From an optimization exercise on the open Yosys and OpenROAD flow, aimed at small area, a short achievable clock period and few clock cycles; shortcuts taken in it are not production practice.
Function was checked by simulation only, so behaviour that the tests miss may differ from the original.

## sierra
Design mandelbrot_engine, start of the top module:
module mandelbrot_engine (
	input logic tb_clk,
	input logic rst_n,
	input logic start,
	input logic [75:0] region,
	input logic [8-1:0] max_iter,
	output logic busy,
	output logic pixel_valid,
	output logic frame_done,
	output logic [23:0] pixel
);
	localparam int NU = 3;
	logic [55:0] region_q;
	logic [7:0] mi_q;
	logic [7:0] mi_m1;
	logic mi_small;
	logic idle;
	logic frame_load;
	logic take;
	logic avail;
	logic avail_next;
	logic any_next;
	logic [7:0] map_x;
	logic [7:0] map_y;
	logic [12:0] map_cr;
	logic [12:0] map_ci;
	logic map_in_r;
	logic map_in_i;
	logic [NU-1:0] u_free;
	logic [NU-1:0] u_avail;
	logic [NU-1:0] u_take;
	logic [NU-1:0] u_req;
	logic [NU-1:0] u_ok;
	logic [NU-1:0] u_any;
	logic [23:0] u_data [NU];
	always_ff @(posedge tb_clk)
	begin
		if (idle)
		begin
			region_q <= {region[75:56], region[35:0]};
			mi_q <= max_iter;
		end
	end
	always_ff @(posedge tb_clk)
	begin
		mi_small <= (mi_q[7:1] == 7'd0);
		mi_m1 <= mi_q - 8'd1;
	end
	pixel_scheduler pixel_scheduler_i (
		.tb_clk(tb_clk),
		.rst_n(rst_n),
		.start(start),
  ...
Size in the first run: roughly 7600 cells after synthesis.
==> flow/config.mk <==
export PLATFORM = sky130hd
export DESIGN_NAME = mandelbrot_engine
export DESIGN_NICKNAME = mandelbrot_engine
export VERILOG_FILES = /design/flow/design.v
export SDC_FILE = /design/flow/constraint.sdc
export NUM_CORES = 4
export LEC_CHECK = 0
export ABC_AREA = 1
export CAP_MARGIN = 20
export CORE_ASPECT_RATIO = 0.5
export CORE_MARGIN = 2
export CORE_UTILIZATION = 55
export PLACE_DENSITY = 0.7
export SLEW_MARGIN = 70
==> flow/constraint.sdc <==
create_clock -name core_clock -period 15.0 [get_ports {tb_clk}]
set_input_delay 3.0000 -clock core_clock [delete_from_list [all_inputs] [get_ports {tb_clk}]]
set_output_delay 3.0000 -clock core_clock [all_outputs]
set_load 0.01 [all_outputs]
standard.sh (not shown) runs the stock make flow with config.mk's settings and CLKGATE_MAP_FILE= SYNTH_SCRIPT=/design/flow/synth_recipe.tcl, a recipe that flattens the netlist after the stock synthesis.
==> flow/flow/run.sh <==
#!/bin/bash
# The standard layout (standard.sh), with two changes: the port buffers
# on buf_2 instead of the default delay buffer, and Yosys's synth run with
# -noabc, so its quick ABC pass does not rewrite the adder trees before ORFS
# extracts full adders (the final ABC mapping still runs). The constraints
# and the clock period are the standard flow's.
set -euo pipefail
export BUFFER_PORTS_ARGS="-buffer_cell sky130_fd_sc_hd__buf_2"
export SYNTH_ARGS="-noabc"
bash standard.sh > standard.log 2>&1
Testbench counts of sierra, summed over its fixed seeds: cycles 117,479.
Modified inputs, zinc compared to sierra
# sierra
export LEC_CHECK = 0
export ABC_AREA = 1
export CAP_MARGIN = 20
export CORE_ASPECT_RATIO = 0.5
export CORE_MARGIN = 2
export CORE_UTILIZATION = 55
export PLACE_DENSITY = 0.7
export SLEW_MARGIN = 70
create_clock -name core_clock -period 15.0 [get_ports {tb_clk}]
# zinc
export LEC_CHECK = 0
export ABC_AREA = 1
export CAP_MARGIN = 40
export CORE_MARGIN = 2
export CORE_UTILIZATION = 55
export CTS_CLUSTER_DIAMETER = 100
export CTS_CLUSTER_SIZE = 24
export PLACE_DENSITY = 0.7
export SLEW_MARGIN = 80
create_clock -name core_clock -period 15.0 [get_ports {tb_clk}]
==> flow/flow/run.sh <==
#!/bin/bash
# The standard layout (standard.sh) with three changes: the port buffers
# on buf_2, the delay buffers marked don't-use so repairs use plain buffers,
# and Yosys's synth run with -noabc, so its quick ABC pass does not rewrite
# the adder trees before ORFS extracts full adders (the final ABC mapping
# still runs). The constraints and the clock period are the standard flow's.
set -euo pipefail
export BUFFER_PORTS_ARGS="-buffer_cell sky130_fd_sc_hd__buf_2"
export DONT_USE_CELLS="sky130_fd_sc_hd__clkdlybuf4s15_1 sky130_fd_sc_hd__clkdlybuf4s15_2 sky130_fd_sc_hd__clkdlybuf4s18_1 sky130_fd_sc_hd__clkdlybuf4s18_2 sky130_fd_sc_hd__clkdlybuf4s25_1 sky130_fd_sc_hd__clkdlybuf4s25_2 sky130_fd_sc_hd__clkdlybuf4s50_1 sky130_fd_sc_hd__clkdlybuf4s50_2"
export SYNTH_ARGS="-noabc"
bash standard.sh > standard.log 2>&1
zinc vs sierra — clock skew rose 0.019 ns. zinc reports its capturing instance or port of the critical path as frame_done while sierra reports busy. zinc vs sierra on initial core utilization: zinc is the lower one. zinc against sierra; layout filler cell count is up slightly. Lower shortest clock period the worst path allows after layout goes to sierra over zinc. Between zinc and sierra, it is zinc whose maximum frequency is lower, by 1.3%. zinc has wire length of the first global-routing pass above what sierra had. Cell area after placement: zinc vs sierra up 1700 sq um.
The following lists how amber was set up differently from zinc:
# zinc
export LEC_CHECK = 0
export ABC_AREA = 1
export CAP_MARGIN = 40
export CORE_MARGIN = 2
export CORE_UTILIZATION = 55
export CTS_CLUSTER_DIAMETER = 100
export CTS_CLUSTER_SIZE = 24
export PLACE_DENSITY = 0.7
export SLEW_MARGIN = 80
create_clock -name core_clock -period 15.0 [get_ports {tb_clk}]
# amber
export LEC_CHECK = 0
export ABC_AREA = 1
export CAP_MARGIN = 20
export CORE_ASPECT_RATIO = 0.5
export CORE_MARGIN = 2
export CORE_UTILIZATION = 55
export CTS_CLUSTER_DIAMETER = 100
export CTS_CLUSTER_SIZE = 24
export PLACE_DENSITY = 0.7
export SLEW_MARGIN = 70
create_clock -name core_clock -period 15.0 [get_ports {tb_clk}]
==> flow/flow/run.sh <==
#!/bin/bash
# The standard layout (standard.sh), with two changes: the port buffers
# on buf_2 instead of the default delay buffer, and Yosys's synth run with
# -noabc, so its quick ABC pass does not rewrite the adder trees before ORFS
# extracts full adders (the final ABC mapping still runs). The constraints
# and the clock period are the standard flow's.
set -euo pipefail
export BUFFER_PORTS_ARGS="-buffer_cell sky130_fd_sc_hd__buf_2"
export SYNTH_ARGS="-noabc"
bash standard.sh > standard.log 2>&1
## What came out
amber: no failed stages, no open violations at the end
amber against zinc: inserted tap cell count picked up an extra 24.
The higher sum of routed wire length over all layers of amber and zinc is in zinc.
Taking zinc as the reference, in amber die area roughly the same, minimum setup slack after placement lower.
Changes observed in amber relative to zinc: overall via count from detail_route now smaller; worst hold margin now larger.
Reported for amber and zinc, post-synthesis share of cell area spent on full adders, half adders and majority gates turned out identical to the last digit.
Area overhead of the layout relative to synthesis for amber: 3.2 points down relative to zinc
Setup changes, amber to xenon
# amber
export LEC_CHECK = 0
export ABC_AREA = 1
export CAP_MARGIN = 20
export CORE_ASPECT_RATIO = 0.5
export CORE_MARGIN = 2
export CORE_UTILIZATION = 55
export CTS_CLUSTER_DIAMETER = 100
export CTS_CLUSTER_SIZE = 24
export PLACE_DENSITY = 0.7
export SLEW_MARGIN = 70
create_clock -name core_clock -period 15.0 [get_ports {tb_clk}]
# xenon
export LEC_CHECK = 0
export ABC_AREA = 1
export CAP_MARGIN = 20
export CORE_ASPECT_RATIO = 0.5
export CORE_MARGIN = 2
export CORE_UTILIZATION = 55
export CTS_CLUSTER_DIAMETER = 100
export CTS_CLUSTER_SIZE = 24
export PLACE_DENSITY = 0.7
export SLEW_MARGIN = 20
create_clock -name core_clock -period 15.0 [get_ports {tb_clk}]
==> comparison <==
The global-route usage was comparable across xenon and amber.
Comparing xenon with amber, the global-route wire length before repair came out essentially unchanged.
There was hardly any difference in sequential cell area share between amber and xenon.
amber -> xenon: xor and xnor fraction of the mapped netlist area delta 0, exact match
Compared to amber, xenon has wire length on met3 4.9% higher.
Final design instance area without fill: xenon better than amber
The number of fill cells in xenon was higher than what amber gave.
~same number of cells traversed by the worst register-to-register path in xenon and amber
The following lists how nickel was set up differently from xenon:
# xenon
export LEC_CHECK = 0
export ABC_AREA = 1
export CAP_MARGIN = 20
export CORE_ASPECT_RATIO = 0.5
export CORE_MARGIN = 2
export CORE_UTILIZATION = 55
export CTS_CLUSTER_DIAMETER = 100
export CTS_CLUSTER_SIZE = 24
export PLACE_DENSITY = 0.7
export SLEW_MARGIN = 20
create_clock -name core_clock -period 15.0 [get_ports {tb_clk}]
# nickel
export LEC_CHECK = 0
export ABC_AREA = 1
export CAP_MARGIN = 20
export CORE_MARGIN = 2
export CORE_UTILIZATION = 55
export CTS_CLUSTER_DIAMETER = 100
export CTS_CLUSTER_SIZE = 24
export PLACE_DENSITY = 0.7
export SLEW_MARGIN = 70
create_clock -name core_clock -period 15.0 [get_ports {tb_clk}]
Results
The final layouts of xenon and nickel pass the timing, DRC and antenna checks. Fmax, xenon and nickel: smaller value in nickel. met2 global-route usage up 0.69 points in nickel wrt xenon.
## Diff of input files: maple against nickel
# nickel
export LEC_CHECK = 0
export ABC_AREA = 1
export CAP_MARGIN = 20
export CORE_MARGIN = 2
export CORE_UTILIZATION = 55
export CTS_CLUSTER_DIAMETER = 100
export CTS_CLUSTER_SIZE = 24
export PLACE_DENSITY = 0.7
export SLEW_MARGIN = 70
create_clock -name core_clock -period 15.0 [get_ports {tb_clk}]
# maple
export LEC_CHECK = 0
export ABC_AREA = 1
export CAP_MARGIN = 20
export CORE_MARGIN = 2
export CORE_UTILIZATION = 60
export CTS_CLUSTER_DIAMETER = 100
export CTS_CLUSTER_SIZE = 24
export PLACE_DENSITY = 0.75
export SLEW_MARGIN = 70
create_clock -name core_clock -period 15.0 [get_ports {tb_clk}]
Findings:
Core utilization ends up lower on nickel. Worst clock skew, maple and nickel: smaller value in nickel. maple ended up with a lower growth of design area from synthesis to finish than nickel did.

[afterwards: timing with drivers on the ports]
In the flow no input, the clock included, has a driving cell. The finished layouts below were timed again as built, in two steps. Step 1 sets driving cells, clkbuf_16 on the clock port and buf_2 on the other inputs (assumed; they add their load-dependent delay and slew). Step 2 adds t to the input delays and takes it off the output delays; t is the mean of the earliest and latest rising clock arrival at the registers after step 1. Input paths then give back, and output paths get back, about the clock's delay inside the block. Three values: ideal, step 1, step 2; two values: the first two.
run | t (ns) | setup WS [ns] | worst slew at a driven data input, ns | cell pins on the clock port's net
sierra | 0.802 | 10.676 / 10.595 / 11.257 | 0.11 | 1
zinc | 0.758 | 10.618 / 10.538 / 11.136 | 0.05 | 1
amber | 0.744 | 10.720 / 10.650 / 11.254 | 0.11 | 1
xenon | 0.744 | 10.693 / 10.624 / 10.978 | 0.11 | 1
nickel | 0.764 | 10.600 / 10.517 / 11.136 | 0.05 | 1
maple | 0.754 | 10.628 / 10.551 / 11.112 | 0.05 | 1
After both steps every run listed still meets setup and hold.
